Context: an optimization exercise on an open-source flow, tuned for small area and a short achievable clock period. The choices shown serve that exercise and are no tape-out recipe. At most, simulation tests tie the RTL to the original design; equivalence was not proved. For run 3, only the layout was checked, not whether the RTL still works. Power is estimated from default activity; no workload was simulated.

==> design/flow/design.v <==
module inst_mem_responder #(
    parameter int MEM_WORDS = 256,
    parameter int MISS_LAT  = 4
) (
    input  logic        clk,
    input  logic        rst,
    input  logic [15:0] Addr,
    input  logic [15:0] DataIn,
    input  logic        Rd,
    input  logic        Wr,
    input  logic        createdump,
    output logic [15:0] DataOut,
    output logic        Done,
    output logic        Stall,
    output logic        CacheHit,
    output logic        err
);
    localparam int AW = $clog2(MEM_WORDS);
    typedef enum logic [1:0] {IDLE, FILL, WRITE} state_t;
    state_t        state, state_nxt;
    logic [3:0]    cnt, cnt_nxt;
    logic [14:0]   lat_word;
    logic [15:0]   lat_data;
    logic          accept;
    logic          fill_we;
    logic          wr_we;
    logic [7:0]    line_vld;
    logic [11:0]   line_tag [8];
    logic [15:0]   line_dat [8];
    logic [15:0]   mem [MEM_WORDS];
    logic [15:0]   dat_out;
    logic          done, stall, hit_out, err_out;
    wire [2:0]     req_idx  = Addr[3:1];
    wire [11:0]    req_tag  = Addr[15:4];
    wire [2:0]     lat_idx  = lat_word[2:0];
    wire [11:0]    lat_tag  = lat_word[14:3];
    wire [AW-1:0]  lat_midx = lat_word[AW-1:0];
    wire           req_err  = (Rd & Wr) | ((Rd | Wr) & Addr[0]);
    wire           req_hit  = line_vld[req_idx] && (line_tag[req_idx] == req_tag);
    wire           unused_createdump = createdump;
    wire           wr_line  = line_vld[lat_idx] && (line_tag[lat_idx][AW-4:0] == lat_tag[AW-4:0]);
    always_comb begin
        state_nxt = state;
        cnt_nxt   = cnt;
        accept    = 1'b0;
        fill_we   = 1'b0;
        wr_we     = 1'b0;
        dat_out   = 16'h0000;
        done      = 1'b0;
        stall     = 1'b0;
        hit_out   = 1'b0;
        err_out   = 1'b0;
        case (state)
            IDLE: begin
                if (req_err) begin
                    done    = 1'b1;
                    err_out = 1'b1;
                end else if (Rd) begin
                    if (req_hit) begin
                        done    = 1'b1;
                        hit_out = 1'b1;
                        dat_out = line_dat[req_idx];
                    end else begin
                        stall     = 1'b1;
                        accept    = 1'b1;
                        cnt_nxt   = 4'(MISS_LAT - 1);
                        state_nxt = FILL;
                    end
                end else if (Wr) begin
                    stall     = 1'b1;
                    accept    = 1'b1;
                    state_nxt = WRITE;
                end
            end
            FILL: begin
                if (cnt == 4'd0) begin
                    done      = 1'b1;
                    dat_out   = mem[lat_midx];
                    fill_we   = 1'b1;
                    state_nxt = IDLE;
                end else begin
                    stall   = 1'b1;
                    cnt_nxt = cnt - 4'd1;
                end
            end
            WRITE: begin
                done      = 1'b1;
                wr_we     = 1'b1;
                state_nxt = IDLE;
            end
            default: state_nxt = IDLE;
        endcase
    end
    assign DataOut  = rst ? dat_out : 16'h0000;
    assign Done     = rst & done;
    assign Stall    = rst & stall;
    assign CacheHit = rst & hit_out;
    assign err      = rst & err_out;
    always_ff @(posedge clk) begin
        if (!rst) begin
            state    <= IDLE;
            cnt      <= 4'd0;
            line_vld <= 8'h00;
        end else begin
            state <= state_nxt;
            cnt   <= cnt_nxt;
            if (fill_we) line_vld[lat_idx] <= 1'b1;
        end
    end
    always_ff @(posedge clk) begin
        if (accept) begin
            lat_word <= Addr[15:1];
            lat_data <= DataIn;
        end
        if (rst && fill_we) begin
            line_tag[lat_idx] <= lat_tag;
            line_dat[lat_idx] <= mem[lat_midx];
        end
        if (rst && wr_we) begin
            mem[lat_midx] <= lat_data;
            if (wr_line)
                line_dat[lat_idx] <= lat_data;
        end
    end
endmodule
==> design/flow/run.sh <==
#!/bin/bash
# synth_recipe.tcl (not shown) runs the flow's synth.tcl, then flattens the netlist and writes it again
# the make line also repeats each setting of config.mk as NAME=value (left out here)
make -C /OpenROAD-flow-scripts/flow DESIGN_CONFIG=/design/flow/config.mk WORK_HOME=/design/flow/orfs CLKGATE_MAP_FILE= SYNTH_SCRIPT=/design/flow/synth_recipe.tcl finish
==> design/flow/config.mk <==
export PLATFORM = sky130hd
export DESIGN_NAME = inst_mem_responder
export DESIGN_NICKNAME = inst_mem_responder
export VERILOG_FILES = /design/flow/design.v
export SDC_FILE = /design/flow/constraint.sdc
export NUM_CORES = 4
export LEC_CHECK = 0
export CAP_MARGIN = 20
export CORE_MARGIN = 2
export CORE_UTILIZATION = 40
export SLEW_MARGIN = 20
export SYNTH_MEMORY_MAX_BITS = 8192
==> design/flow/constraint.sdc <==
create_clock -name core_clock -period 6.0 [get_ports {clk}]
set_input_delay 1.2000 -clock core_clock [delete_from_list [all_inputs] [get_ports {clk}]]
set_output_delay 1.2000 -clock core_clock [all_outputs]
set_load 0.01 [all_outputs]
==> results of run 1 <==
## cell families (layout without fill, tap and decap cells)
logic type      count (synthesis)  count (layout)
flops                        4373            4373
mux                          1485            1485
buf+inv                       470            1542
other cells                     0               8
simple gates                  713             713
fa+ha+maj                       7               7
xor+xnor                       12              12
compound gates                665             665
## area by class of cell
cell class | instances | area (um2)
Fill cell | 34567 | 226900
Sequential cell | 4373 | 131100
Multi-Input combinational cell | 2882 | 36770
Clock buffer | 515 | 11190
Timing Repair Buffer | 750 | 7450
Tap cell | 5663 | 7086
Clock inverter | 268 | 2596
Inverter | 9 | 51.30
Antenna cell | 8 | 20.02
## per-stage QoR
stage / TNS [ps] / setup slack (ps) / cells / utilization, % / hold slack, ps
2_1_floorplan: 0 / 1239 / 7725 / - / 458.4
3_3_place_gp: -53.59 / -53.59 / 13616 / 42.63 / 494.9
4_1_cts: -235.6 / -113.4 / 14432 / 46.21 / 526.9
6_report: 0 / 28.26 / 14468 / 46.39 / 535.5
3_5_place_dp: -0.1954 / -0.1954 / 13617 / 42.65 / 512.6
5_1_grt: -226.6 / -74.18 / 14461 / 46.38 / 551.6
## state kept, by name, indices dropped and copies added, names as in the netlist, named ones only
name / flops
state: 2
lat_data: 16
lat_word: 15
line_dat: 128
line_vld: 8
cnt: 4
mem: 4096
line_tag: 96
## timing repair
action	CTS	global route
pin swaps	4	8
resized for setup	184	51
gates cloned	5	8
setup endpoints to repair	16	12
buffers inserted	27	14
## per-layer routing
| layer | share of wire [%] | vias up |
|---|---|---|
| li1 | - | 34194 |
| met5 | 0.011 | - |
| met4 | 3.2 | 8 |
| met3 | 9.0 | 664 |
| met2 | 47 | 4009 |
| met1 | 40 | 45095 |
## power by group through the flow
stage	sequential (W)	combinational [W]	clock [W]
floorplan	0.0347	0.00281	0
global placement	0.0344	0.00495	0
detailed placement	0.0344	0.00502	0
CTS	0.0338	0.00528	0.0269
global route	0.0338	0.00559	0.0280
finish	0.0338	0.00536	0.0265
## layout by cell type (no fill, tap or decap), types with 19 or more instances in the layout
master,count
edfxtp_1,4351
mux4_2,948
buf_4,563
clkbuf_16,443
mux2i_1,311
nor2_1,265
mux2_2,177
nand2_1,153
o22ai_1,123
clkinv_1,102
a21oi_1,101
clkinv_2,81
clkbuf_1,80
buf_12,65
a22oi_1,63
a221oi_1,50
clkdlybuf4s50_1,43
a22o_1,42
nor2_2,41
bufinv_16,40
nand3_1,38
o21ai_0,37
o211ai_1,33
mux4_1,30
a211oi_1,29
nor2b_1,28
buf_6,28
o221ai_1,25
buf_16,25
or3_1,20
a21oi_2,20
clkinvlp_4,20
nor2_4,19
## worst max-delay path, delay by kind of cell, from the launching register on
family,cells,cell delay (ps)
multiplexers,2,820
flip-flops,1,380
AO/OA/AOI/OAI,4,450
buffers and inverters,8,1980
AND/OR/NAND/NOR,1,110
## worst min path at each step
stage | endpoint | cells past startpoint | start | slack (ps)
after floorplan | line_vld[4] | 1 | line_vld[4] | 460
after detailed placement | line_vld[2] | 2 | line_vld[2] | 510
final | line_vld[0] | 1 | line_vld[0] | 540
after CTS | line_vld[0] | 1 | line_vld[0] | 530
after global routing | line_vld[0] | 1 | line_vld[0] | 550
after global placement | line_vld[0] | 1 | line_vld[0] | 490
==> flow_metrics.env, run 1 <==
export IMPL_rsz0062_at_grt="yes"
export IMPL_ys_top_cells_by_area="edfxtp_1 (77%), mux4_2 (13%), mux2i_1 (1.9%)"
export IMPL_synth_edf_count=4351
export IMPL_worstPathArrival_ps=4770
export IMPL_ys_flop_type="edfxtp_1"
export IMPL_max_stage_delay_ps=530
export IMPL_core_area_um2=423100
export IMPL_synth_top_family_by_area="multiplexers"
export IMPL_slowest_stage="mux4_2"
export IMPL_avgSynthCellArea_um2=21.97
export IMPL_yosys_area_share_simple_pct=1.933
export IMPL_root_buffer="clkbuf_16"
export IMPL_grt_ovfl_total=0
export IMPL_cp_endpoint="DataOut[14]"
export IMPL_pwr_share_seq_pct=51.4
export IMPL_drcViolationCount=0
export IMPL_htree_num_levels=5
export IMPL_drive_above_1_share_pct=30.34
export IMPL_wire_per_inst_um=30.92
export IMPL_grt_usage_pct=20.41
export IMPL_finalCritPeriodShare_pct=99.53
export IMPL_p_sw_share_pct=22.58
export IMPL_use_met2_pct=32.43
export IMPL_clk_pin_slew_worst_paths_ps=60
export IMPL_holdBufCountCts=0
export IMPL_drv_cap=0
export IMPL_leakage_nw=61.74
export IMPL_yosysTopAreaCell="edfxtp_1"
export IMPL_skew_ps=80.36
export IMPL_yosysMostFrequentCell="edfxtp_1"
export IMPL_rrSetupSlack_ps=1940
export IMPL_maxSlewViolCount=0
export IMPL_cts_sinks=4373
export IMPL_critPathKind="register to primary output"
export IMPL_cp_required_ps=4800
export IMPL_gp_congestion=0.8358
export IMPL_ys_async_sr_fraction_pct=0
export IMPL_placed_cell_area_um2=180500
export IMPL_peakVddDrop_uv=281.0
export IMPL_dpl_hpwl_um=269800
export IMPL_r2r_start="lat_word[1]"
export IMPL_fmax_ghz=0.1675
export IMPL_nNetsFinal=8489
export IMPL_ys_top_cells_by_count="edfxtp_1 (4,351), mux4_2 (948), nor2_1 (324), mux2i_1 (322), mux2_2 (177)"
export IMPL_cts_buffers=430
export IMPL_die_y_um=655.4
export IMPL_synth_compound_area_share_pct=2.765
export IMPL_min_period_ps=5972
export IMPL_antenna_found_initial=18
export IMPL_drt_wl_total_um=447300
export IMPL_drt_pass1_iterations=6
export IMPL_p_int_w=0.05084
export IMPL_stdcell_area_um2=196300
export IMPL_synth_top_area_share_pct=76.97
export IMPL_ys_warnings_count=1
export IMPL_total_power_w=0.06567
export IMPL_netlist_instances=7725
export IMPL_tightest_slew_ps=1314
export IMPL_ios=57
export IMPL_synthAdderAreaFrac_pct=0.05012
export IMPL_die_x_um=655.4
export IMPL_grtUsageMet1_pct=28.92
export IMPL_reg2reg_depth=7
export IMPL_p_clk_share_pct=40.4
export IMPL_viasPerCell=5.804
export IMPL_relSlewSlack_pct=12.40
export IMPL_yosys_register_bits=4373
export IMPL_drtAntennaViolNets=0
export IMPL_grt_start_max_net_pins=192
export IMPL_status="finished clean"
export IMPL_clockBufferDepth=4
export IMPL_powerDensity_nw_per_um2=334.5
export IMPL_netlist_area_um2=169700
export IMPL_synthesis_nets=7768
export IMPL_end_kind="primary output"
export IMPL_yosys_area_share_xor_xnor_pct=0.06192
export IMPL_cpMostUsedCell="buf_4"
export IMPL_critPathMaxFanout=18
export IMPL_num_vias=83970
export IMPL_hold_class="register to register"
export IMPL_drt_iter0_drc=10260
export IMPL_syn_to_final_growth_pct=15.63
export IMPL_synth_cell_types=89
export IMPL_grt_util_met3_pct=3.553
export IMPL_insertion_delay_ps=980
export IMPL_grt_busiest_layer="met2"
export IMPL_rows=239
export IMPL_grt_pass1_wl_um=629900
export IMPL_critPathLaunchType="register"
export IMPL_setup_viol=0
export IMPL_cts_tree="yes"
export IMPL_numPortBuffers=55
export IMPL_synth_mux_area_share_pct=16.18
export IMPL_switching_power_w=0.01483
export IMPL_ys_seq_area_share_pct=77.23
export IMPL_start_util_pct=40.12
export IMPL_die_area_um2=429600
export IMPL_comb_power_share_pct=8.2
export IMPL_timing_rr_end="mem[36][15]"
export IMPL_path_cells="buf_12 > buf_12 > buf_16 > bufbuf_16 > mux4_2 > mux2_2 > a21oi_1 > buf_4 > a22o_1 > a211oi_2 > buf_4 > nand4b_1 > buf_4 > o22ai_1 > clkdlybuf4s50_1"
export IMPL_finalHoldViolations=0
export IMPL_grt_pass1_vias=83571
==> run 2, diff against run 1 <==
==> design/flow/design.v (replaced) <==
module inst_mem_responder #(
    parameter int MEM_WORDS = 256,
    parameter int MISS_LAT  = 4
) (
    input  logic        clk,
    input  logic        rst,
    input  logic [15:0] Addr,
    input  logic [15:0] DataIn,
    input  logic        Rd,
    input  logic        Wr,
    input  logic        createdump,
    output logic [15:0] DataOut,
    output logic        Done,
    output logic        Stall,
    output logic        CacheHit,
    output logic        err
);
    localparam int AW = $clog2(MEM_WORDS);
    localparam int CW = $clog2(MISS_LAT);
    logic          s_idle, s_fill, s_last, s_wr;
    logic [CW-1:0] cnt;
    logic [14:0]   lat_word;
    logic [15:0]   lat_data;
    logic [7:0]    line_vld;
    logic [11:0]   line_tag [8];
    logic [15:0]   line_dat [8];
    wire [2:0]     req_idx  = Addr[3:1];
    wire [11:0]    req_tag  = Addr[15:4];
    wire [2:0]     lat_idx  = lat_word[2:0];
    wire [11:0]    lat_tag  = lat_word[14:3];
    wire [AW-1:0]  lat_midx = lat_word[AW-1:0];
    wire           unused_createdump = createdump;
    wire           rd_ok    = Rd & ~Wr & ~Addr[0];
    wire           wr_ok    = Wr & ~Rd & ~Addr[0];
    wire           req_err  = (Rd & Wr) | ((Rd | Wr) & Addr[0]);
    logic [7:0]    line_hit;
    logic          req_hit;
    logic [15:0]   hit_dat;
    always_comb begin
        req_hit = 1'b0;
        hit_dat = 16'h0000;
        for (int i = 0; i < 8; i++) begin
            line_hit[i] = line_vld[i] && (line_tag[i] == req_tag);
            if (req_idx == 3'(i)) begin
                req_hit = line_hit[i];
                hit_dat = line_dat[i];
            end
        end
    end
    wire           wr_line  = line_vld[lat_idx] && (line_tag[lat_idx][AW-4:0] == lat_tag[AW-4:0]);
    wire           hit_go   = rst & s_idle & rd_ok & req_hit;
    wire           acc_rd   = s_idle & rd_ok & ~req_hit;
    wire           acc_wr   = s_idle & wr_ok;
    assign CacheHit = hit_go;
    assign err      = rst & s_idle & req_err;
    assign Done     = rst & ((s_idle & (req_err | (rd_ok & req_hit))) | s_last | s_wr);
    assign Stall    = rst & ((s_idle & (wr_ok | (rd_ok & ~req_hit))) | s_fill);
    assign DataOut  = ({16{hit_go}} & hit_dat) | ({16{rst & s_last}} & lat_data);
    localparam int NP = MEM_WORDS / 2;
    logic [15:0]   mem_a [NP];
    logic [15:0]   mem_b [NP];
    logic          ph;
    logic          pend;
    wire           in_a     = (lat_midx[0] == ph);
    wire           land     = (rst & s_wr & ~in_a) | pend;
    logic [NP-1:0] sel;
    logic [15:0]   mem_rd;
    always_comb begin
        mem_rd = 16'h0000;
        for (int i = 0; i < NP; i++) begin
            sel[i] = (lat_midx[AW-1:1] == (AW-1)'(i));
            mem_rd = mem_rd | ({16{sel[i]}} & mem_a[i]);
        end
    end
    always_ff @(posedge clk) begin
        ph   <= ~ph;
        pend <= rst & s_wr & in_a;
    end
    for (genvar p = 0; p < NP; p++) begin : g_pair
        always_ff @(posedge clk) begin
            mem_a[p] <= (land && sel[p]) ? lat_data : mem_b[p];
            mem_b[p] <= mem_a[p];
        end
    end
    always_ff @(posedge clk) begin
        if (!rst) begin
            s_idle   <= 1'b1;
            s_fill   <= 1'b0;
            s_last   <= 1'b0;
            s_wr     <= 1'b0;
            cnt      <= '0;
            line_vld <= 8'h00;
        end else begin
            s_idle <= (s_idle & ~acc_rd & ~acc_wr) | s_last | s_wr;
            s_wr   <= acc_wr;
            if (acc_rd) begin
                s_fill <= 1'b1;
                s_last <= 1'b0;
                cnt    <= CW'(MISS_LAT - 2);
            end else if (s_fill) begin
                s_fill <= (cnt != '0);
                s_last <= (cnt == '0);
                cnt    <= cnt - 1'b1;
            end else begin
                s_last <= 1'b0;
            end
            if (s_last) line_vld[lat_idx] <= 1'b1;
        end
    end
    always_ff @(posedge clk) begin
        if (acc_rd | acc_wr) lat_word <= Addr[15:1];
        if (acc_wr)
            lat_data <= DataIn;
        else if (s_fill && in_a)
            lat_data <= mem_rd;
        if (rst && s_last) begin
            line_tag[lat_idx] <= lat_tag;
            line_dat[lat_idx] <= lat_data;
        end
        if (rst && s_wr && wr_line)
            line_dat[lat_idx] <= lat_data;
    end
endmodule
==> flow_metrics.env, run 2 <==
export IMPL_dpl_hpwl_um=411300
export IMPL_nNetsFinal=10014
export IMPL_whs_endpoint="mem_b[12][0]"
export IMPL_rows=211
export IMPL_num_vias=91771
export IMPL_drtAntennaViolNets=0
export IMPL_clockBufferDepth=4
export IMPL_netlist_area_um2=133300
export IMPL_grtUsageMet1_pct=44.86
export IMPL_mostFrequentLayoutCells="dfxtp_1 (4,115), mux2_2 (2,062), a22oi_1 (660)"
export IMPL_tns_ps=0
export IMPL_synth_edf_count=255
export IMPL_p_int_w=0.04545
export IMPL_dp_cells=13901
export IMPL_min_period_ps=5753
export IMPL_use_met2_pct=49.66
export IMPL_maxSlewViolCount=0
export IMPL_peakVddDrop_uv=292.4
export IMPL_switching_power_w=0.01302
export IMPL_worstHoldPathCells=0
export IMPL_die_y_um=581.2
export IMPL_worstPathArrival_ps=4550
export IMPL_cts_buffers=428
export IMPL_clk_pin_slew_worst_paths_ps=60
export IMPL_rrSetupSlack_ps=520
export IMPL_top_regs="mem_a (2048), mem_b (2048), line_dat (128)"
export IMPL_setup_viol=0
export IMPL_ios=57
export IMPL_leakage_nw=63.23
export IMPL_cts_tree="yes"
export IMPL_gp_congestion=1.013
export IMPL_holdBufCountCts=0
export IMPL_slowest_stage="clkdlybuf4s50_1"
export IMPL_drv_cap=0
export IMPL_yosysTopAreaCell="dfxtp_1"
export IMPL_grt_pass1_vias=86549
export IMPL_grt_util_met3_pct=12.27
export IMPL_p_sw_share_pct=22.27
export IMPL_grt_usage_pct=35.86
export IMPL_antenna_found_initial=94
export IMPL_grt_busiest_layer="met2"
export IMPL_reg2reg_depth=9
export IMPL_die_x_um=581.2
export IMPL_final_common_cell="dfxtp_1"
export IMPL_htree_num_levels=5
export IMPL_ys_top_cells_by_count="dfxtp_1 (4,115), mux2_2 (2,062), a22oi_1 (660), clkbuf_1 (378), edfxtp_1 (255)"
export IMPL_ys_warnings_count=3
export IMPL_crit_buf_inv=4
export IMPL_max_stage_delay_ps=630
export IMPL_numPortBuffers=55
export IMPL_end_kind="primary output"
export IMPL_critPathKind="primary input to primary output"
export IMPL_syn_to_final_growth_pct=18.73
export IMPL_ys_async_sr_fraction_pct=0
export IMPL_status="finished clean"
export IMPL_ys_flop_type="dfxtp_1"
export IMPL_fmax_ghz=0.1738
export IMPL_wire_per_inst_um=42.42
export IMPL_timing_rr_end="lat_data[12]"
export IMPL_yosysMostFrequentCell="dfxtp_1"
export IMPL_finalHoldViolations=0
export IMPL_drt_pass1_iterations=9
export IMPL_hold_class="register to register"
export IMPL_min_from="mem_a[12][0]"
export IMPL_skew_ps=101.0
export IMPL_insertion_delay_ps=1050
export IMPL_post_cts_buffers=0
export IMPL_drive_above_1_share_pct=35.44
export IMPL_path_cells="clkdlybuf4s50_1 > xor2_1 > nor4_1 > buf_4 > nand4_1 > nor4_1 > or4b_1 > nand3_1 > buf_4 > o21ai_0 > clkdlybuf4s50_1"
export IMPL_cts_sinks=4370
export IMPL_avgSynthCellArea_um2=13.99
export IMPL_ys_top_cells_by_area="dfxtp_1 (62%), mux2_2 (17%), edfxtp_1 (5.7%)"
export IMPL_critPathMaxFanout=17
export IMPL_rsz0062_at_grt="no"
export IMPL_drt_iter0_drc=15241
export IMPL_root_buffer="clkbuf_16"
export IMPL_critPathLaunchType="primary input"
export IMPL_drcViolationCount=0
export IMPL_pwr_share_seq_pct=50.3
export IMPL_start_util_pct=40.25
export IMPL_fin_cells=14757
export IMPL_yosys_register_bits=4370
export IMPL_synth_cell_types=80
export IMPL_powerDensity_nw_per_um2=369.6
export IMPL_synthesis_nets=9565
export IMPL_relSlewSlack_pct=6.480
export IMPL_cts_resized_gates=0
export IMPL_grt_pass1_wl_um=813100
export IMPL_comb_power_share_pct=2.1
export IMPL_ys_seq_area_share_pct=67.57
export IMPL_synth_top_area_share_pct=61.82
export IMPL_grt_start_max_net_pins=137
export IMPL_drt_wl_total_um=626000
export IMPL_die_area_um2=337800
export IMPL_r2r_start="lat_word[1]"
export IMPL_finalCritPeriodShare_pct=95.88
export IMPL_core_area_um2=331100
export IMPL_netlist_instances=9524
export IMPL_tightest_slew_ps=1398
export IMPL_viasPerCell=6.219
export IMPL_p_clk_share_pct=47.6
export IMPL_grt_ovfl_total=0
export IMPL_cp_required_ps=4800
export IMPL_path_delay_family="buffers and inverters"
[run 2: kinds of logic after synthesis]
logic type | after synthesis | synth area share [%]
multiplexers | 2145 | 18.17
adder cells (fa/ha/maj) | 5 | 0.04507
AO/OA/AOI/OAI | 1327 | 7.388
AND/OR/NAND/NOR | 889 | 3.893
flip-flops | 4370 | 67.57
XOR/XNOR | 104 | 0.6836
buffers and inverters | 684 | 2.251
[run 2: cell type report]
cell class	count	area [um2]
antenna	70	175.2
timing repair buffer	689	6306
multi-input combinational	4470	41600
fill	28691	172800
inverter	14	52.55
clock inverter	154	1854
sequential	4370	90040
clock buffer	624	12740
tap	4366	5463
[run 2: per-stage QoR]
stage               hold slack, ps  total power, W  utilization [%]  setup slack (ps)  area, um2
floorplan                    323.1         0.03051                -              1596     133300
global placement             328.6         0.03122            43.27             56.12     143300
detailed placement           331.4         0.03123            43.29             146.8     143300
CTS                          288.3         0.05835            47.70             144.2     157900
global route                 297.7         0.05955            47.76             6.630     158100
finish                       292.5         0.05847            47.79             247.2     158200
[run 2: how the worst max path moves through the flow]
stage	cells after the start	startpoint	endpoint	slack (ps)
floorplan	10	Addr[2]	DataOut[10]	1600
global placement	11	Addr[11]	DataOut[15]	60
detailed placement	11	Addr[11]	DataOut[9]	150
CTS	11	Addr[11]	DataOut[9]	140
global route	11	Addr[11]	DataOut[1]	7
finish	11	Addr[11]	DataOut[9]	250
[run 2: power by group through the flow]
| stage | Combinational [W] | Sequential (W) | Clock, W |
|---|---|---|---|
| after global placement | 0.00114 | 0.0301 | 0 |
| after global routing | 0.00118 | 0.0294 | 0.0289 |
| after detailed placement | 0.00115 | 0.0301 | 0 |
| after CTS | 0.00115 | 0.0294 | 0.0278 |
| final | 0.00123 | 0.0294 | 0.0278 |
| after floorplan | 0.000468 | 0.0300 | 0 |
[run 2: worst register-to-register path: cells and delay by family, from the launching register on]
kind                   cells  cell delay, ps
buffers and inverters      2             870
flip-flops                 1             840
AO/OA/AOI/OAI              3            1140
AND/OR/NAND/NOR            4            2300
[run 2: routing by layer]
layer  up-vias  routed length (um)
li1      35438                   -
met1     46806              233400
met2      7378              251200
met3      2103               80970
met4        46               60060
met5         -                 360
==> run 3, diff against run 2 <==
--- a/design/flow/design.v
+++ b/design/flow/design.v
@@ -19,2 +19,4 @@
     localparam int CW = $clog2(MISS_LAT);
+    localparam int NG = MEM_WORDS / 4;
+    localparam int GW = AW - 2;
     logic          s_idle, s_fill, s_last, s_wr;
@@ -53,2 +55,3 @@
     wire           acc_wr   = s_idle & wr_ok;
+    wire           wr_go    = rst & s_wr;
     assign CacheHit = hit_go;
@@ -58,27 +61,62 @@
     assign DataOut  = ({16{hit_go}} & hit_dat) | ({16{rst & s_last}} & lat_data);
-    localparam int NP = MEM_WORDS / 2;
-    logic [15:0]   mem_a [NP];
-    logic [15:0]   mem_b [NP];
-    logic          ph;
-    logic          pend;
-    wire           in_a     = (lat_midx[0] == ph);
-    wire           land     = (rst & s_wr & ~in_a) | pend;
-    logic [NP-1:0] sel;
+    logic [15:0]   slot0 [NG];
+    logic [15:0]   slot1 [NG];
+    logic [15:0]   slot2 [NG];
+    logic [15:0]   slot3 [NG];
+    logic [2:0]    ph;
+    logic [1:0]    pv;
+    logic [AW-1:0] pa [2];
+    logic [15:0]   pd [2];
+    logic [1:0]    pl;           
+    logic [1:0]    pm;           
+    logic [1:0]    ins;
+    logic [2:0]    pq [2];       
+    logic [15:0]   pdx [2];      
+    always_comb begin
+        for (int e = 0; e < 2; e++) begin
+            pq[e]  = 3'({1'b0, pa[e][1:0]} + ph);
+            pl[e]  = pv[e] & (pq[e][1:0] == 2'd3);
+            pm[e]  = pv[e] & (pa[e] == lat_midx);
+            pdx[e] = pd[e] ^ {16{pq[e][2]}};
+        end
+        ins[0] = wr_go & (~pv[0] | pl[0]);
+        ins[1] = wr_go & ~(~pv[0] | pl[0]);
+    end
+    always_ff @(posedge clk) begin
+        ph <= ph + 3'd1;
+        for (int e = 0; e < 2; e++) begin
+            if (ins[e]) begin
+                pv[e] <= 1'b1;
+                pa[e] <= lat_midx;
+                pd[e] <= lat_data;
+            end else if (pl[e] | (wr_go & pm[e])) begin
+                pv[e] <= 1'b0;
+            end
+        end
+    end
+    for (genvar g = 0; g < NG; g++) begin : g_grp
+        wire l0 = pl[0] & (pa[0][AW-1:2] == GW'(g));
+        wire l1 = pl[1] & (pa[1][AW-1:2] == GW'(g));
+        always_ff @(posedge clk) begin
+            slot0[g] <= ~(({16{l0}} & pdx[0]) | ({16{l1}} & pdx[1]) | ({16{~(l0 | l1)}} & slot3[g]));
+            slot1[g] <= slot0[g];
+            slot2[g] <= slot1[g];
+            slot3[g] <= slot2[g];
+        end
+    end
+    wire [AW-1:0]  rd_addr  = s_idle ? Addr[AW:1] : lat_midx;
+    wire [2:0]     rd_q     = 3'({1'b0, rd_addr[1:0]} + ph);
+    wire           rd_in0   = (rd_q[1:0] == 2'd0);
     logic [15:0]   mem_rd;
+    logic [15:0]   rd_val;
     always_comb begin
         mem_rd = 16'h0000;
-        for (int i = 0; i < NP; i++) begin
-            sel[i] = (lat_midx[AW-1:1] == (AW-1)'(i));
-            mem_rd = mem_rd | ({16{sel[i]}} & mem_a[i]);
-        end
-    end
-    always_ff @(posedge clk) begin
-        ph   <= ~ph;
-        pend <= rst & s_wr & in_a;
-    end
-    for (genvar p = 0; p < NP; p++) begin : g_pair
-        always_ff @(posedge clk) begin
-            mem_a[p] <= (land && sel[p]) ? lat_data : mem_b[p];
-            mem_b[p] <= mem_a[p];
-        end
+        for (int g = 0; g < NG; g++)
+            mem_rd = mem_rd | ({16{rd_addr[AW-1:2] == GW'(g)}} & slot0[g]);
+        if (pv[0] && pa[0] == rd_addr)
+            rd_val = pd[0];
+        else if (pv[1] && pa[1] == rd_addr)
+            rd_val = pd[1];
+        else
+            rd_val = mem_rd ^ {16{rd_q[2]}};
     end
@@ -113,4 +151,4 @@
             lat_data <= DataIn;
-        else if (s_fill && in_a)
-            lat_data <= mem_rd;
+        else if ((s_idle | s_fill) && rd_in0)
+            lat_data <= rd_val;
         if (rst && s_last) begin
@@ -119,3 +157,3 @@
         end
-        if (rst && s_wr && wr_line)
+        if (wr_go && wr_line)
             line_dat[lat_idx] <= lat_data;
--- a/design/flow/config.mk
+++ b/design/flow/config.mk
@@ -10,2 +10,3 @@
 export CORE_UTILIZATION = 40
+export SETUP_SLACK_MARGIN = 1.8
 export SLEW_MARGIN = 20
==> flow_metrics.env, run 3 <==
export IMPL_status="finished clean"
export IMPL_rows=199
export IMPL_path_cells="buf_6 > buf_12 > xnor2_2 > nand4_1 > nor4_2 > o32ai_1 > o2111ai_1 > a222oi_1 > buf_4 > nand3b_1 > buf_12 > clkinv_8 > buf_6 > a22o_1 > buf_2"
export IMPL_skew_ps=99.21
export IMPL_grt_usage_pct=35.92
export IMPL_drive_above_1_share_pct=16.98
export IMPL_die_y_um=547.4
export IMPL_rrSetupSlack_ps=1600
export IMPL_die_x_um=547.4
export IMPL_finalCritPeriodShare_pct=84.33
export IMPL_slowest_stage="a222oi_1"
export IMPL_fin_hold_ws_ps=264.1
export IMPL_num_vias=85536
export IMPL_dpl_hpwl_um=339800
export IMPL_gp_congestion=1.082
export IMPL_cts_sinks=4421
export IMPL_netlist_area_um2=118100
export IMPL_clk_pin_slew_worst_paths_ps=60
export IMPL_synth_edf_count=303
export IMPL_min_period_ps=5060
export IMPL_critPathLaunchType="primary input"
export IMPL_relSlewSlack_pct=7.965
export IMPL_drt_iter0_drc=14698
export IMPL_hold_class="register to register"
export IMPL_synthAdderAreaFrac_pct=0.1547
export IMPL_cts_buffers=411
export IMPL_final_common_cell="dfxtp_1"
export IMPL_synth_top_family_by_area="compound AO/OA/AOI/OAI gates"
export IMPL_drt_pass1_iterations=22
export IMPL_final_util_pct=48.42
export IMPL_max_stage_delay_ps=610
export IMPL_tightest_slew_ps=1369
export IMPL_rsz0062_at_grt="yes"
export IMPL_numPortBuffers=55
export IMPL_yosys_area_share_simple_pct=3.046
export IMPL_yosys_register_bits=4421
export IMPL_ys_top_cells_by_count="dfxtp_1 (4,118), a21oi_1 (1,062), o22ai_1 (1,037), clkbuf_1 (541), edfxtp_1 (303)"
export IMPL_worstPathArrival_ps=3860
export IMPL_grt_pass1_vias=80230
export IMPL_clockBufferDepth=4
export IMPL_drtAntennaViolNets=0
export IMPL_critPathKind="primary input to primary output"
export IMPL_powerDensity_nw_per_um2=416.8
export IMPL_avgSynthCellArea_um2=13.40
export IMPL_grt_ovfl_total=0
export IMPL_ys_flop_type="dfxtp_1"
export IMPL_synthesis_nets=8862
export IMPL_viasPerCell=6.296
export IMPL_peakVddDrop_uv=273.3
export IMPL_drcViolationCount=0
export IMPL_ys_async_sr_fraction_pct=0
export IMPL_syn_to_final_growth_pct=20.45
export IMPL_start_util_pct=40.20
export IMPL_nNetsFinal=9334
export IMPL_cts_tree="yes"
export IMPL_root_buffer="clkbuf_16"
export IMPL_cp_required_ps=4800
export IMPL_mostFrequentLayoutCells="dfxtp_1 (4,117), a21oi_1 (1,062), o22ai_1 (1,037)"
export IMPL_grt_pass1_wl_um=727300
export IMPL_n_fill_cell=25446
export IMPL_leakage_nw=54.05
export IMPL_end_kind="primary output"
export IMPL_synth_mux_area_share_pct=0.9514
export IMPL_synth_cell_types=86
export IMPL_critPathMaxFanout=6
export IMPL_grt_start_max_net_pins=65
export IMPL_holdBufCountCts=0
export IMPL_wire_per_inst_um=40.93
export IMPL_core_area_um2=293800
export IMPL_ys_top_cells_by_area="dfxtp_1 (70%), edfxtp_1 (7.7%), o22ai_1 (5.5%)"
export IMPL_synth_compound_area_share_pct=14.71
export IMPL_die_area_um2=299600
export IMPL_htree_num_levels=5
export IMPL_ys_seq_area_share_pct=77.51
export IMPL_finalHoldViolations=0
export IMPL_yosys_area_share_xor_xnor_pct=1.387
export IMPL_netlist_instances=8813
export IMPL_drt_wl_total_um=556100
export IMPL_yosysMostFrequentCell="dfxtp_1"
export IMPL_setup_viol=0
export IMPL_drv_cap=0
export IMPL_synth_top_area_share_pct=69.80
export IMPL_fmax_ghz=0.1976
export IMPL_yosysTopAreaCell="dfxtp_1"
export IMPL_ios=57
export IMPL_ys_warnings_count=9
export IMPL_maxSlewViolCount=0
export IMPL_antenna_found_initial=60
export IMPL_insertion_delay_ps=1020
==> run 3: changes by cell type after synthesis, moves of 48 or more <==
cell | previous run | this run
mux2_2 | 2062 | 14
o22ai_1 | 95 | 1037
a21oi_1 | 134 | 1062
a22oi_1 | 660 | 169
clkbuf_1 | 378 | 541
buf_2 | 209 | 66
nor2_1 | 209 | 88
nor3_2 | 118 | 2
a221oi_1 | 51 | 142
xnor2_1 | 89 | 147
nand2_1 | 161 | 217
a22o_1 | 102 | 154
edfxtp_1 | 255 | 303
==> run 3: metrics by stage <==
stage          power [W]  instances  cell area (um2)  setup TNS [ps]  worst slack (ps)
6_report         0.05929      13585           142300               0             940.0
3_5_place_dp     0.03231      12755           127100          -615.5            -244.4
4_1_cts          0.05904      13536           141700               0             898.0
2_1_floorplan    0.03118       8813           118200               0              1690
5_1_grt          0.06040      13549           142200               0             829.0
3_3_place_gp     0.03231      12754           127000           -2756            -670.3
==> run 3: cell families after synthesis <==
group,Yosys count
xor gates and xnor gates,187
buffers and inverters,660
muxes,78
and+or+nand+nor,684
AOI/OAI and AO/OA,2770
DFF,4421
adders and majority gates,13
==> run 3: routing by layer <==
layer / vias up / wire length [um] / track usage [%] / share of wire (%)
li1: 33010 / - / - / -
met1: 42836 / 203500 / 43.84 / 37
met2: 7569 / 220700 / 49.10 / 40
met3: 2091 / 79400 / 15.74 / 14
met4: 30 / 51940 / 28.27 / 9.3
met5: - / 493 / 0.7756 / 0.089
==> run 3: cell type report <==
class | instances | area, um2 | share of cell area (%)
diodes | 39 | 97.59 | 0.06861
clock buffers | 583 | 11980 | 8.420
repair buffers | 699 | 6287 | 4.420
multi-input cells | 3732 | 24990 | 17.57
flip-flops and latches | 4421 | 91540 | 64.35
inverters | 19 | 83.83 | 0.05893
repair inverters | 1 | 11.26 | 0.007916
well taps | 3919 | 4903 | 3.447
clock inverters | 172 | 2360 | 1.659
==> run 3: worst max-delay path, delay by kind of cell <==
kind                      cells  cell delay (ps)
and+or+nand+nor               3              360
xor gates and xnor gates      1              130
buffers and inverters         7              930
AOI/OAI and AO/OA             4             1240
==> run 3: power by group <==
| group | total (W) | leakage, nW | switching [W] | internal, W |
|---|---|---|---|---|
| logic | 0.00200 | 9.93 | 0.00135 | 0.000649 |
| registers | 0.0299 | 37.1 | 0.000109 | 0.0298 |
| clock network | 0.0274 | 7.03 | 0.0118 | 0.0156 |
| total | 0.0593 | 54.0 | 0.0132 | 0.0461 |
==> run 3: final timing paths <==
check | start | endpoint | cells after the start
setup / recovery | Addr[6] | DataOut[10] | 15
hold / removal | slot2[24][12] | slot3[24][12] | 0
setup reg to reg | s_idle | lat_data[9] | 14
hold reg to reg | slot2[24][12] | slot3[24][12] | 0
==> run 3: what timing repair did <==
action                                 CTS  global route
resized for setup                      184            69
gates cloned                             2             0
pin swaps                               17            26
setup buffers                           24             9
setup endpoints to repair               35            33
endpoints found under the hold margin    0             0
==> run 4, diff against run 3 <==
--- a/design/flow/design.v
+++ b/design/flow/design.v
@@ -65,3 +65,3 @@
     logic [15:0]   slot3 [NG];
-    logic [2:0]    ph;
+    logic [1:0]    ph;
     logic [1:0]    pv;
@@ -72,10 +72,6 @@
     logic [1:0]    ins;
-    logic [2:0]    pq [2];       
-    logic [15:0]   pdx [2];      
     always_comb begin
         for (int e = 0; e < 2; e++) begin
-            pq[e]  = 3'({1'b0, pa[e][1:0]} + ph);
-            pl[e]  = pv[e] & (pq[e][1:0] == 2'd3);
-            pm[e]  = pv[e] & (pa[e] == lat_midx);
-            pdx[e] = pd[e] ^ {16{pq[e][2]}};
+            pl[e] = pv[e] & (2'(pa[e][1:0] + ph) == 2'd3);
+            pm[e] = pv[e] & (pa[e] == lat_midx);
         end
@@ -85,3 +81,3 @@
     always_ff @(posedge clk) begin
-        ph <= ph + 3'd1;
+        ph <= ph + 2'd1;
         for (int e = 0; e < 2; e++) begin
@@ -100,3 +96,3 @@
         always_ff @(posedge clk) begin
-            slot0[g] <= ~(({16{l0}} & pdx[0]) | ({16{l1}} & pdx[1]) | ({16{~(l0 | l1)}} & slot3[g]));
+            slot0[g] <= ({16{l0}} & pd[0]) | ({16{l1}} & pd[1]) | ({16{~(l0 | l1)}} & slot3[g]);
             slot1[g] <= slot0[g];
@@ -107,4 +103,3 @@
     wire [AW-1:0]  rd_addr  = s_idle ? Addr[AW:1] : lat_midx;
-    wire [2:0]     rd_q     = 3'({1'b0, rd_addr[1:0]} + ph);
-    wire           rd_in0   = (rd_q[1:0] == 2'd0);
+    wire           rd_in0   = (2'(rd_addr[1:0] + ph) == 2'd0);
     logic [15:0]   mem_rd;
@@ -120,3 +115,3 @@
         else
-            rd_val = mem_rd ^ {16{rd_q[2]}};
+            rd_val = mem_rd;
     end
--- a/design/flow/config.mk
+++ b/design/flow/config.mk
@@ -10,3 +10,2 @@
 export CORE_UTILIZATION = 40
-export SETUP_SLACK_MARGIN = 1.8
 export SLEW_MARGIN = 20
==> flow_metrics.env, run 4 <==
export IMPL_final_common_cell="dfxtp_1"
export IMPL_synth_edf_count=303
export IMPL_core_area_um2=302000
export IMPL_num_vias=87447
export IMPL_leakage_nw=58.26
export IMPL_n_fill_cell=26467
export IMPL_drcViolationCount=0
export IMPL_syn_to_final_growth_pct=18.77
export IMPL_cp_required_ps=4800
export IMPL_root_buffer="clkbuf_16"
export IMPL_end_kind="primary output"
export IMPL_die_y_um=554.2
export IMPL_maxSlewViolCount=0
export IMPL_yosysMostFrequentCell="dfxtp_1"
export IMPL_finalCritPeriodShare_pct=98.05
export IMPL_netlist_instances=9750
export IMPL_synth_top_area_share_pct=68.06
export IMPL_multiInputGateArea_um2=27380
export IMPL_min_period_ps=5883
export IMPL_critPathMaxFanout=18
export IMPL_die_x_um=554.2
export IMPL_insertion_delay_ps=1020
export IMPL_cts_tree="yes"
export IMPL_worstPathArrival_ps=4680
export IMPL_yosys_register_bits=4420
export IMPL_antenna_found_initial=74
export IMPL_htree_num_levels=5
export IMPL_reg2reg_depth=8
export IMPL_rsz0062_at_grt="no"
export IMPL_cts_resized_gates=0
export IMPL_worstHoldPathCells=0
export IMPL_hold_class="register to register"
export IMPL_cts_sinks=4420
export IMPL_grt_pass1_wl_um=738600
export IMPL_gp_congestion=1.093
export IMPL_grt_ovfl_total=0
export IMPL_holdBufCountCts=0
export IMPL_fin_cells=14545
export IMPL_relSlewSlack_pct=7.750
export IMPL_placed_cell_area_um2=129500
export IMPL_ys_top_cells_by_area="dfxtp_1 (68%), a22oi_1 (8.0%), edfxtp_1 (7.5%)"
export IMPL_fmax_ghz=0.1700
export IMPL_clk_pin_slew_worst_paths_ps=60
export IMPL_synth_cell_types=69
export IMPL_grt_usage_pct=35.58
export IMPL_peakVddDrop_uv=267.7
export IMPL_drt_wl_total_um=565100
export IMPL_critPathLaunchType="primary input"
export IMPL_drv_cap=0
export IMPL_grt_start_max_net_pins=67
export IMPL_netlist_area_um2=121100
export IMPL_die_area_um2=307200
export IMPL_drt_iter0_drc=15145
export IMPL_finalHoldViolations=0
export IMPL_clockBufferDepth=4
export IMPL_fin_hold_ws_ps=282.6
export IMPL_post_cts_buffers=0
export IMPL_viasPerCell=6.012
export IMPL_ys_async_sr_fraction_pct=0
export IMPL_wire_per_inst_um=38.85
export IMPL_grt_pass1_vias=81637
export IMPL_status="finished clean"
export IMPL_critPathKind="primary input to primary output"
export IMPL_ys_seq_area_share_pct=75.57
export IMPL_dp_cells=13757
export IMPL_total_power_w=0.05793
export IMPL_powerDensity_nw_per_um2=402.7
export IMPL_numPortBuffers=55
export IMPL_ys_top_cells_by_count="dfxtp_1 (4,117), nand2_1 (2,165), a22oi_1 (1,284), clkbuf_1 (502), edfxtp_1 (303)"
export IMPL_drtAntennaViolNets=0
export IMPL_ys_warnings_count=7
export IMPL_nNetsFinal=10240
export IMPL_ios=57
export IMPL_stdcell_area_um2=143800
export IMPL_dpl_hpwl_um=359500
export IMPL_mostFrequentLayoutCells="dfxtp_1 (4,116), nand2_1 (2,164), a22oi_1 (1,282)"
export IMPL_skew_ps=116.0
export IMPL_ff_latch_area_um2=91520
export IMPL_drive_above_1_share_pct=13.04
export IMPL_tightest_slew_ps=1384
export IMPL_yosysTopAreaCell="dfxtp_1"
export IMPL_avgSynthCellArea_um2=12.42
export IMPL_ys_flop_type="dfxtp_1"
export IMPL_rows=202
export IMPL_synthesis_nets=9794
export IMPL_drt_pass1_iterations=18
export IMPL_start_util_pct=40.10
export IMPL_setup_viol=0
export IMPL_cts_buffers=414
run 4: changes by cell type after synthesis, moves of 39 or more:
cell / previous run / this run
a22oi_1: 169 / 1284
clkbuf_1: 541 / 502
a21oi_1: 1062 / 30
nor2_1: 88 / 245
o22ai_1: 1037 / 2
nand2_1: 217 / 2165
a221oi_1: 142 / 78
xnor2_1: 147 / 107
run 4: worst max-delay path, stage by stage:
cell	delay, ps
clkdlybuf4s50_1	710
buf_4	310
xnor2_1	200
nand4_1	130
nor4_1	440
a211oi_1	150
o21ai_0	140
buf_4	160
a21boi_1	70
buf_4	210
o31ai_1	350
clkdlybuf4s50_1	610
run 4: logic make-up (layout without fill, tap and decap cells):
| logic type | Yosys count | after routing | share of synthesized area, % |
|---|---|---|---|
| other | 0 | 31 | 0 |
| and+or+nand+nor | 2717 | 2717 | 9.063 |
| xor gates and xnor gates | 140 | 140 | 1.036 |
| buffers and inverters | 629 | 1415 | 2.145 |
| muxes | 66 | 66 | 0.7563 |
| DFF | 4420 | 4420 | 75.57 |
| adders and majority gates | 8 | 8 | 0.08058 |
| AOI/OAI and AO/OA | 1770 | 1770 | 11.35 |
run 4: metrics by stage:
| stage | utilization, % | setup TNS (ps) | setup WS [ps] |
|---|---|---|---|
| after global placement | 42.86 | -42.34 | -42.34 |
| after global routing | 47.60 | 0 | 40.37 |
| after CTS | 47.59 | 0 | 172.3 |
| final | 47.62 | 0 | 116.8 |
| after detailed placement | 42.88 | 0 | 46.12 |
| after floorplan | - | 0 | 1409 |
run 4: worst paths after layout:
| path | start | end | slack [ps] |
|---|---|---|---|
| setup reg to reg | s_idle | lat_data[15] | 1010 |
| setup / recovery | Addr[7] | DataOut[0] | 120 |
| hold reg to reg | slot2[54][11] | slot3[54][11] | 280 |
| hold / removal | slot2[54][11] | slot3[54][11] | 280 |
run 4: cell type report:
class	instances	share of cell area [%]
sequential	4420	63.63
multi-input combinational	4701	19.03
clock buffer	601	8.341
timing repair buffer	648	3.907
tap	3978	3.460
clock inverter	155	1.550
antenna	31	0.05393
inverter	11	0.02871
run 4: report_power, final:
group	leakage [nW]	internal, W	switching (W)
sequential	35.9	0.0297	0.0000961
clock	6.97	0.0154	0.0118
combinational	15.4	0.000233	0.000627
total	58.3	0.0454	0.0125
run 4: metal layers:
layer / part of all wire [%] / GRT usage, % / vias up
met5: 0.039 / 0.5782 / -
met3: 14 / 15.30 / 1981
met2: 39 / 48.32 / 7381
met1: 37 / 44.07 / 43341
met4: 9.1 / 27.29 / 24
li1: - / - / 34720
==> run 5, diff against run 4 <==
--- a/design/flow/design.v
+++ b/design/flow/design.v
@@ -36,19 +36,17 @@
     wire           wr_ok    = Wr & ~Rd & ~Addr[0];
-    wire           req_err  = (Rd & Wr) | ((Rd | Wr) & Addr[0]);
-    logic [7:0]    line_hit;
     logic          req_hit;
-    logic [15:0]   hit_dat;
-    always_comb begin
-        req_hit = 1'b0;
-        hit_dat = 16'h0000;
-        for (int i = 0; i < 8; i++) begin
-            line_hit[i] = line_vld[i] && (line_tag[i] == req_tag);
-            if (req_idx == 3'(i)) begin
-                req_hit = line_hit[i];
-                hit_dat = line_dat[i];
-            end
-        end
+    logic [95:0]   tag_flat;
+    logic [127:0]  dat_flat;
+    for (genvar i = 0; i < 8; i++) begin : g_flat
+        assign tag_flat[12*i +: 12] = line_tag[i];
+        assign dat_flat[16*i +: 16] = line_dat[i];
     end
+    imr_resp u_resp (
+        .Addr(Addr), .Rd(Rd), .Wr(Wr), .rst(rst),
+        .s_idle(s_idle), .s_fill(s_fill), .s_last(s_last), .s_wr(s_wr),
+        .line_vld(line_vld), .tag_flat(tag_flat), .dat_flat(dat_flat), .lat_data(lat_data),
+        .DataOut(DataOut), .Done(Done), .Stall(Stall), .CacheHit(CacheHit), .err(err),
+        .req_hit(req_hit)
+    );
     wire           wr_line  = line_vld[lat_idx] && (line_tag[lat_idx][AW-4:0] == lat_tag[AW-4:0]);
-    wire           hit_go   = rst & s_idle & rd_ok & req_hit;
     wire           acc_rd   = s_idle & rd_ok & ~req_hit;
@@ -56,7 +54,2 @@
     wire           wr_go    = rst & s_wr;
-    assign CacheHit = hit_go;
-    assign err      = rst & s_idle & req_err;
-    assign Done     = rst & ((s_idle & (req_err | (rd_ok & req_hit))) | s_last | s_wr);
-    assign Stall    = rst & ((s_idle & (wr_ok | (rd_ok & ~req_hit))) | s_fill);
-    assign DataOut  = ({16{hit_go}} & hit_dat) | ({16{rst & s_last}} & lat_data);
     logic [15:0]   slot0 [NG];
@@ -65,3 +58,3 @@
     logic [15:0]   slot3 [NG];
-    logic [1:0]    ph;
+    logic [2:0]    ph;
     logic [1:0]    pv;
@@ -72,6 +65,10 @@
     logic [1:0]    ins;
+    logic [2:0]    pq [2];       
+    logic [15:0]   pdx [2];      
     always_comb begin
         for (int e = 0; e < 2; e++) begin
-            pl[e] = pv[e] & (2'(pa[e][1:0] + ph) == 2'd3);
-            pm[e] = pv[e] & (pa[e] == lat_midx);
+            pq[e]  = 3'({1'b0, pa[e][1:0]} + ph);
+            pl[e]  = pv[e] & (pq[e][1:0] == 2'd3);
+            pm[e]  = pv[e] & (pa[e] == lat_midx);
+            pdx[e] = pd[e] ^ {16{pq[e][2]}};
         end
@@ -81,3 +78,3 @@
     always_ff @(posedge clk) begin
-        ph <= ph + 2'd1;
+        ph <= ph + 3'd1;
         for (int e = 0; e < 2; e++) begin
@@ -96,3 +93,3 @@
         always_ff @(posedge clk) begin
-            slot0[g] <= ({16{l0}} & pd[0]) | ({16{l1}} & pd[1]) | ({16{~(l0 | l1)}} & slot3[g]);
+            slot0[g] <= ~(({16{l0}} & pdx[0]) | ({16{l1}} & pdx[1]) | ({16{~(l0 | l1)}} & slot3[g]));
             slot1[g] <= slot0[g];
@@ -103,3 +100,4 @@
     wire [AW-1:0]  rd_addr  = s_idle ? Addr[AW:1] : lat_midx;
-    wire           rd_in0   = (2'(rd_addr[1:0] + ph) == 2'd0);
+    wire [2:0]     rd_q     = 3'({1'b0, rd_addr[1:0]} + ph);
+    wire           rd_in0   = (rd_q[1:0] == 2'd0);
     logic [15:0]   mem_rd;
@@ -115,3 +113,3 @@
         else
-            rd_val = mem_rd;
+            rd_val = mem_rd ^ {16{rd_q[2]}};
     end
@@ -156 +154,44 @@
 endmodule
+module imr_resp (
+    input  logic [15:0]  Addr,
+    input  logic         Rd,
+    input  logic         Wr,
+    input  logic         rst,
+    input  logic         s_idle,
+    input  logic         s_fill,
+    input  logic         s_last,
+    input  logic         s_wr,
+    input  logic [7:0]   line_vld,
+    input  logic [95:0]  tag_flat,
+    input  logic [127:0] dat_flat,
+    input  logic [15:0]  lat_data,
+    output logic [15:0]  DataOut,
+    output logic         Done,
+    output logic         Stall,
+    output logic         CacheHit,
+    output logic         err,
+    output logic         req_hit
+);
+    wire [2:0]     req_idx  = Addr[3:1];
+    wire [11:0]    req_tag  = Addr[15:4];
+    wire           rd_ok    = Rd & ~Wr & ~Addr[0];
+    wire           wr_ok    = Wr & ~Rd & ~Addr[0];
+    wire           req_err  = (Rd & Wr) | ((Rd | Wr) & Addr[0]);
+    logic [15:0]   hit_dat;
+    always_comb begin
+        req_hit = 1'b0;
+        hit_dat = 16'h0000;
+        for (int i = 0; i < 8; i++) begin
+            if (req_idx == 3'(i)) begin
+                req_hit = line_vld[i] && (tag_flat[12*i +: 12] == req_tag);
+                hit_dat = dat_flat[16*i +: 16];
+            end
+        end
+    end
+    wire           hit_go   = rst & s_idle & rd_ok & req_hit;
+    assign CacheHit = hit_go;
+    assign err      = rst & s_idle & req_err;
+    assign Done     = rst & ((s_idle & (req_err | (rd_ok & req_hit))) | s_last | s_wr);
+    assign Stall    = rst & ((s_idle & (wr_ok | (rd_ok & ~req_hit))) | s_fill);
+    assign DataOut  = ({16{hit_go}} & hit_dat) | ({16{rst & s_last}} & lat_data);
+endmodule
--- a/design/flow/config.mk
+++ b/design/flow/config.mk
@@ -10,3 +10,5 @@
 export CORE_UTILIZATION = 40
+export SETUP_SLACK_MARGIN = 2.0
 export SLEW_MARGIN = 20
+export SYNTH_HIERARCHICAL = 1
 export SYNTH_MEMORY_MAX_BITS = 8192
==> flow_metrics.env, run 5 <==
export IMPL_comb_power_share_pct=3.5
export IMPL_skew_ps=70.71
export IMPL_grt_pass1_vias=79177
export IMPL_switching_power_w=0.01282
export IMPL_critPathLaunchType="primary input"
export IMPL_path_cells="buf_6 > buf_6 > xor2_1 > nor4_2 > nand4_1 > o311ai_4 > buf_4 > nor3b_4 > buf_6 > buf_16 > o31ai_4 > buf_2"
export IMPL_netlist_instances=8883
export IMPL_use_met2_pct=45.15
export IMPL_ys_flop_type="dfxtp_1"
export IMPL_finalHoldViolations=0
export IMPL_tightest_slew_ps=1311
export IMPL_dp_slack_ps=-368.0
export IMPL_grt_util_met3_pct=14.28
export IMPL_yosys_register_bits=4421
export IMPL_stdcell_area_um2=143600
export IMPL_fmax_ghz=0.2220
export IMPL_wire_per_inst_um=37.54
export IMPL_grt_usage_pct=32.85
export IMPL_ys_top_cells_by_area="dfxtp_1 (70%), edfxtp_1 (7.7%), o22ai_1 (5.5%)"
export IMPL_powerDensity_nw_per_um2=404.5
export IMPL_pwr_share_seq_pct=51.5
export IMPL_rsz0062_at_grt="yes"
export IMPL_grtUsageMet1_pct=41.09
export IMPL_htree_num_levels=5
export IMPL_relSlewSlack_pct=12.60
export IMPL_p_int_w=0.04528
export IMPL_drv_cap=0
export IMPL_cts_sinks=4421
export IMPL_ys_async_sr_fraction_pct=0
export IMPL_synth_top_area_share_pct=69.89
export IMPL_rows=199
export IMPL_critPathMaxFanout=7
export IMPL_setup_viol=0
export IMPL_cpMostUsedCell="buf_6"
export IMPL_mostFrequentLayoutCells="dfxtp_1 (4,117), a21oi_1 (1,075), o22ai_1 (1,039)"
export IMPL_insertion_delay_ps=980
export IMPL_die_y_um=547.0
export IMPL_drt_pass1_iterations=13
export IMPL_root_buffer="clkbuf_16"
export IMPL_synthesis_nets=8932
export IMPL_p_clk_share_pct=45.0
export IMPL_path_delay_family="buffers and inverters"
export IMPL_drive_above_1_share_pct=18.06
export IMPL_clockBufferDepth=4
export IMPL_clk_pin_slew_worst_paths_ps=60
export IMPL_die_area_um2=299300
export IMPL_min_period_ps=4505
export IMPL_drt_wl_total_um=513600
export IMPL_grt_pass1_wl_um=677700
export IMPL_nNetsFinal=9452
export IMPL_netlist_area_um2=118000
export IMPL_placed_cell_area_um2=126100
export IMPL_numPortBuffers=55
export IMPL_start_util_pct=40.18
export IMPL_ios=57
export IMPL_peakVddDrop_uv=244.3
export IMPL_slowest_stage="nor4_2"
export IMPL_end_kind="primary output"
export IMPL_p_sw_share_pct=22.07
export IMPL_crit_buf_inv=6
export IMPL_ys_warnings_count=16
export IMPL_ys_top_cells_by_count="dfxtp_1 (4,118), a21oi_1 (1,075), o22ai_1 (1,040), clkbuf_1 (595), edfxtp_1 (303)"
export IMPL_timing_final_ws_setup_ps=1495
export IMPL_cts_buffers=404
export IMPL_yosysTopAreaCell="dfxtp_1"
export IMPL_maxSlewViolCount=0
export IMPL_leakage_nw=54.83
export IMPL_drcViolationCount=0
export IMPL_synth_edf_count=303
export IMPL_core_area_um2=293600
export IMPL_drtAntennaViolNets=0
export IMPL_avgSynthCellArea_um2=13.28
export IMPL_viasPerCell=6.229
export IMPL_yosysMostFrequentCell="dfxtp_1"
export IMPL_cp_required_ps=4800
export IMPL_gp_congestion=1.088
export IMPL_grt_busiest_layer="met2"
export IMPL_worstPathArrival_ps=3300
export IMPL_status="finished clean"
export IMPL_synth_cell_types=77
export IMPL_dpl_hpwl_um=302300
export IMPL_grt_start_max_net_pins=65
export IMPL_ys_seq_area_share_pct=77.60
export IMPL_cts_tree="yes"
export IMPL_max_stage_delay_ps=400
export IMPL_critPathKind="primary input to primary output"
export IMPL_finalCritPeriodShare_pct=75.08
export IMPL_die_x_um=547.0
export IMPL_drt_iter0_drc=15173
export IMPL_final_common_cell="dfxtp_1"
export IMPL_antenna_found_initial=48
export IMPL_n_fill_cell=25000
export IMPL_num_vias=85231
export IMPL_syn_to_final_growth_pct=21.76
export IMPL_holdBufCountCts=0
export IMPL_hold_class="register to register"
export IMPL_grt_ovfl_total=0
-- run 5: cell types whose count changed in the layout (fill, tap and decap cells not counted), moves of 41 or more --
cell      before   now
a21oi_1       30  1075
a221oi_1      77   125
a22oi_1     1282   110
buf_6          3    52
nand2_1     2164   261
nand3_1       70    29
nor2_1       182    51
o21ai_0        7    66
o22ai_1        2  1039
xnor2_1      107    41
xor2_1        31    87
-- run 5: power by group through the flow --
| stage | logic, W | registers [W] | clock network (W) |
|---|---|---|---|
| detailed placement | 0.00160 | 0.0306 | 0 |
| global route | 0.00200 | 0.0299 | 0.0273 |
| global placement | 0.00160 | 0.0305 | 0 |
| CTS | 0.00179 | 0.0299 | 0.0261 |
| finish | 0.00206 | 0.0299 | 0.0261 |
| floorplan | 0.000622 | 0.0305 | 0 |
-- run 5: worst register-to-register path: stages (launching register included) --
cell and delay, ps:
dfxtp_4 360, buf_4 210, or3b_4 240, buf_4 190
and2_1 310, nor2_4 230, a22o_1 270, a221oi_2 210
buf_4 210, nand4_1 600, or4_4 850, mux2i_2 230
nand2_1 80
-- run 5: area by class of cell --
type / instances / area [um2] / share of cell area, %
Sequential cell: 4421 / 91540 / 63.73
Multi-Input combinational cell: 3793 / 26000 / 18.10
Clock buffer: 596 / 11940 / 8.315
Timing Repair Buffer: 764 / 7525 / 5.239
Tap cell: 3919 / 4903 / 3.414
Clock inverter: 142 / 1572 / 1.094
Inverter: 19 / 75.07 / 0.05227
Antenna cell: 28 / 70.07 / 0.04878
-- run 5: worst paths after layout --
| kind | startpoint | endpoint | slack [ps] | depth (start not counted) |
|---|---|---|---|---|
| worst max-delay path | Addr[9] | DataOut[6] | 1500 | 12 |
| worst max register to register | s_idle | lat_data[10] | 1760 | 12 |
| worst min register to register | slot2[54][5] | slot3[54][5] | 280 | 0 |
| worst min-delay path | slot2[54][5] | slot3[54][5] | 280 | 0 |
-- run 5: timing repair --
item | CTS | global route
endpoints found under the setup margin | 174 | 49
buffers inserted | 91 | 86
gates resized for setup | 411 | 164
pin swaps | 77 | 80
cloned | 9 | 5
-- run 5: modules after synthesis (local to each module, per instance) --
module | flops+latches | copies in the design | cells inside | area (um2)
imr_resp | 0 | 1 | 404 | 2853
inst_mem_responder | 4421 | 1 | 8479 | 115100
-- run 5: metal layers --
| metal | wire, um | part of all wire (%) |
|---|---|---|
| met1 | 192000 | 37 |
| met2 | 205600 | 40 |
| met3 | 73790 | 14 |
| met4 | 41410 | 8.1 |
| met5 | 793 | 0.15 |
-- run 5: stage by stage --
stage / setup TNS (ps) / util, % / hold slack (ps) / total power (W) / std cells
finish: 0 / 48.93 / 277.5 / 0.05810 / 13682
CTS: 0 / 48.33 / 282.4 / 0.05778 / 13560
floorplan: 0 / - / 309.6 / 0.03111 / 8883
detailed placement: -679.3 / 42.94 / 312.1 / 0.03215 / 12722
global route: 0 / 48.90 / 285.4 / 0.05921 / 13656
global placement: -562.3 / 42.94 / 309.5 / 0.03215 / 12721
-- run 5: kinds of logic after synthesis --
family                   synth area share [%]
adder cells (fa/ha/maj)                0.1549
XOR/XNOR                                1.292
buffers and inverters                   2.224
AND/OR/NAND/NOR                         3.017
multiplexers                           0.7171
flip-flops                              77.60
AO/OA/AOI/OAI                           14.99
==> run 6, diff against run 5 <==
==> design/flow/flow/run.sh (new file) <==
#!/bin/bash
set -euo pipefail
export BUFFER_PORTS_ARGS="-buffer_cell sky130_fd_sc_hd__buf_4"
export CTS_ARGS="-sink_clustering_enable -repair_clock_nets -dont_use_dummy_load -buf_list sky130_fd_sc_hd__clkbuf_8 -sink_clustering_size 16 -sink_clustering_max_diameter 45"
bash standard.sh > flow_make.log 2>&1
==> design/flow/standard.sh (new file) <==
#!/bin/bash
# synth_recipe.tcl (not shown) runs the flow's synth.tcl, then flattens the netlist and writes it again
# the make line also repeats each setting of config.mk as NAME=value (left out here)
make -C /OpenROAD-flow-scripts/flow DESIGN_CONFIG=/design/flow/config.mk WORK_HOME=/design/flow/orfs CLKGATE_MAP_FILE= SYNTH_SCRIPT=/design/flow/synth_recipe.tcl "${@:-finish}"
removed: design/flow/run.sh
==> flow_metrics.env, run 6 <==
export IMPL_synth_edf_count=303
export IMPL_fmax_ghz=0.2214
export IMPL_yosys_register_bits=4421
export IMPL_timing_final_ws_setup_ps=1484
export IMPL_critPathLaunchType="primary input"
export IMPL_setup_viol=0
export IMPL_die_y_um=547.0
export IMPL_cpMostUsedCell="buf_12"
export IMPL_die_x_um=547.0
export IMPL_max_stage_delay_ps=390
export IMPL_avgSynthCellArea_um2=13.28
export IMPL_final_util_pct=45.66
export IMPL_tns_ps=0
export IMPL_wire_per_inst_um=37.58
export IMPL_root_buffer="clkbuf_8"
export IMPL_grt_usage_pct=31.92
export IMPL_end_kind="primary output"
export IMPL_multiInputGateArea_um2=25820
export IMPL_start_util_pct=40.18
export IMPL_powerDensity_nw_per_um2=349.2
export IMPL_finalCritPeriodShare_pct=75.27
export IMPL_critPathKind="primary input to primary output"
export IMPL_cts_tree="yes"
export IMPL_maxSlewViolCount=0
export IMPL_synth_cell_types=77
export IMPL_worstPathArrival_ps=3320
export IMPL_status="finished clean"
export IMPL_peakVddDrop_uv=213.0
export IMPL_yosysTopAreaCell="dfxtp_1"
export IMPL_ff_latch_area_um2=91540
export IMPL_htree_num_levels=5
export IMPL_rsz0062_at_grt="yes"
export IMPL_rrSetupSlack_ps=1740
export IMPL_switching_power_w=0.01068
export IMPL_finalHoldViolations=0
export IMPL_path_cells="buf_6 > buf_16 > and2b_1 > and4_1 > nand4_1 > o311ai_4 > nor3b_4 > buf_12 > buf_12 > o31ai_4 > buf_4"
export IMPL_ys_warnings_count=16
export IMPL_insertion_delay_ps=1120
export IMPL_drive_above_1_share_pct=15.15
export IMPL_p_int_w=0.03613
export IMPL_cp_required_ps=4800
export IMPL_skew_ps=139.1
export IMPL_hold_class="register to register"
export IMPL_drv_cap=0
export IMPL_holdBufCountCts=0
export IMPL_ys_top_cells_by_count="dfxtp_1 (4,118), a21oi_1 (1,075), o22ai_1 (1,040), clkbuf_1 (595), edfxtp_1 (303)"
export IMPL_clockBufferDepth=4
export IMPL_p_sw_share_pct=22.81
export IMPL_synthesis_nets=8932
export IMPL_critPathMaxFanout=25
export IMPL_drcViolationCount=0
export IMPL_mostFrequentLayoutCells="dfxtp_1 (4,117), a21oi_1 (1,075), o22ai_1 (1,037)"
export IMPL_total_power_w=0.04680
export IMPL_slowest_stage="nor3b_4"
export IMPL_clk_pin_slew_worst_paths_ps=90
export IMPL_core_area_um2=293600
export IMPL_ios=57
export IMPL_drt_wl_total_um=497900
export IMPL_ys_seq_area_share_pct=77.60
export IMPL_synth_top_area_share_pct=69.89
export IMPL_dpl_hpwl_um=303600
export IMPL_grt_pass1_vias=76743
export IMPL_antenna_found_initial=32
export IMPL_num_vias=82322
export IMPL_drt_iter0_drc=13035
export IMPL_netlist_instances=8883
export IMPL_drtAntennaViolNets=0
export IMPL_relSlewSlack_pct=13.70
export IMPL_cts_sinks=4421
export IMPL_leakage_nw=50.31
export IMPL_netlist_area_um2=118000
export IMPL_syn_to_final_growth_pct=13.62
export IMPL_comb_power_share_pct=4.1
export IMPL_yosysMostFrequentCell="dfxtp_1"
export IMPL_ys_flop_type="dfxtp_1"
export IMPL_drt_pass1_iterations=14
export IMPL_ys_top_cells_by_area="dfxtp_1 (70%), edfxtp_1 (7.7%), o22ai_1 (5.5%)"
export IMPL_cts_buffers=386
export IMPL_final_common_cell="dfxtp_1"
export IMPL_viasPerCell=6.213
export IMPL_n_fill_cell=25860
export IMPL_grt_pass1_wl_um=658900
export IMPL_min_period_ps=4517
export IMPL_rows=199
export IMPL_gp_congestion=1.068
export IMPL_tightest_slew_ps=1294
export IMPL_pwr_share_seq_pct=63.8
export IMPL_nNetsFinal=9353
export IMPL_dp_slack_ps=332.3
export IMPL_numPortBuffers=55
export IMPL_die_area_um2=299300
export IMPL_ys_async_sr_fraction_pct=0
export IMPL_p_clk_share_pct=32.1
export IMPL_grt_start_max_net_pins=65
export IMPL_grt_ovfl_total=0
run 6: changes by cell type in the layout (fill, tap and decap cells not counted), moves of 14 or more:
cell,previous run,this run
clkbuf_8,99,386
buf_12,82,55
clkbuf_1,87,0
inv_6,14,0
buf_2,26,1
clkinv_2,71,1
clkdlybuf4s50_1,18,0
clkbuf_16,413,1
bufinv_16,21,0
run 6: layout make-up:
class                   count  area share [%]
diodes                     28         0.05228
repair buffers            680           4.702
inverters                  19         0.05975
flip-flops and latches   4421           68.30
clock buffers             386           3.964
multi-input cells        3796           19.26
well taps                3919           3.658
run 6: metal layers:
layer / wire (um) / GRT usage [%] / vias up
met5: 461 / 1.013 / -
met4: 40170 / 21.12 / 16
met3: 70930 / 13.05 / 1644
met2: 199300 / 44.09 / 6704
met1: 187100 / 40.67 / 41281
li1: - / - / 32677
run 6: per-module statistics from Yosys, one instance, submodules excluded:
module,area [um2],times used,cells inside
inst_mem_responder,115100,1,8479
imr_resp,2853,1,404
run 6: power by group through the flow:
stage	Combinational, W	Clock (W)	Sequential (W)
final	0.00190	0.0150	0.0299
after global routing	0.00186	0.0161	0.0299
after global placement	0.00155	0	0.0306
after floorplan	0.000622	0	0.0305
after CTS	0.00168	0.0150	0.0299
after detailed placement	0.00155	0	0.0306
run 6: kinds of logic (layout without fill, tap and decap cells):
group | after synthesis | in the layout | share of synthesized area (%)
other | 0 | 28 | 0
adder cells (fa/ha/maj) | 13 | 13 | 0.1549
XOR/XNOR | 174 | 174 | 1.292
buffers and inverters | 670 | 1085 | 2.224
AO/OA/AOI/OAI | 2822 | 2822 | 14.99
AND/OR/NAND/NOR | 712 | 716 | 3.017
flip-flops | 4421 | 4421 | 77.60
multiplexers | 71 | 71 | 0.7171
run 6: worst paths after layout:
check                                    end  depth (start not counted)         start
worst max-delay path              DataOut[7]                         11       Addr[3]
worst min-delay path            slot3[62][7]                          0  slot2[62][7]
worst max register to register   lat_data[2]                         14   lat_word[3]
worst min register to register  slot3[62][7]                          0  slot2[62][7]
run 6: stage by stage:
step / cell area [um2] / std cells / hold WS, ps
floorplan: 118000 / 8883 / 309.6
global placement: 125400 / 12693 / 309.5
detailed placement: 125500 / 12695 / 312.1
CTS: 132400 / 13148 / 193.1
global route: 134000 / 13226 / 182.8
finish: 134000 / 13249 / 187.2
run 6: what timing repair did:
action | CTS | global route
resized for setup | 203 | 171
gates cloned | 3 | 5
setup endpoints to repair | 62 | 146
pin swaps | 45 | 70
buffers inserted | 64 | 68
run 6: worst max-delay path: cells and delay by family:
| family | cells | cell delay (ps) |
|---|---|---|
| AO/OA/AOI/OAI | 2 | 190 |
| buffers and inverters | 5 | 860 |
| AND/OR/NAND/NOR | 4 | 1030 |

-- static timing again, ports no longer ideal --
The results above use ideal ports. As a check the final layouts listed here were re-extracted and re-timed, cells and wires unchanged.
Step 1 assumes that a clkbuf_16 drives the clock port and a buf_2 every other input.
Step 2 also shifts input and output timing later by t, the mid clock arrival at the registers, as if the neighbouring blocks saw the same clock.
a / b / c = ideal / step 1 / step 2; a / b = the first two.
run | t (ns) | slack for setup (ns)
run 1 | 1.056 | 0.028 / -0.080 / 0.234
run 2 | 1.102 | 0.247 / 0.220 / 0.220
run 3 | 1.091 | 0.940 / 0.850 / 0.600
run 4 | 1.075 | 0.117 / 0.085 / -0.425
run 5 | 1.033 | 1.495 / 1.462 / 0.692
run 6 | 1.125 | 1.484 / 1.426 / 0.883
With both steps, setup timing fails in run 4, where it was met with ideal ports.
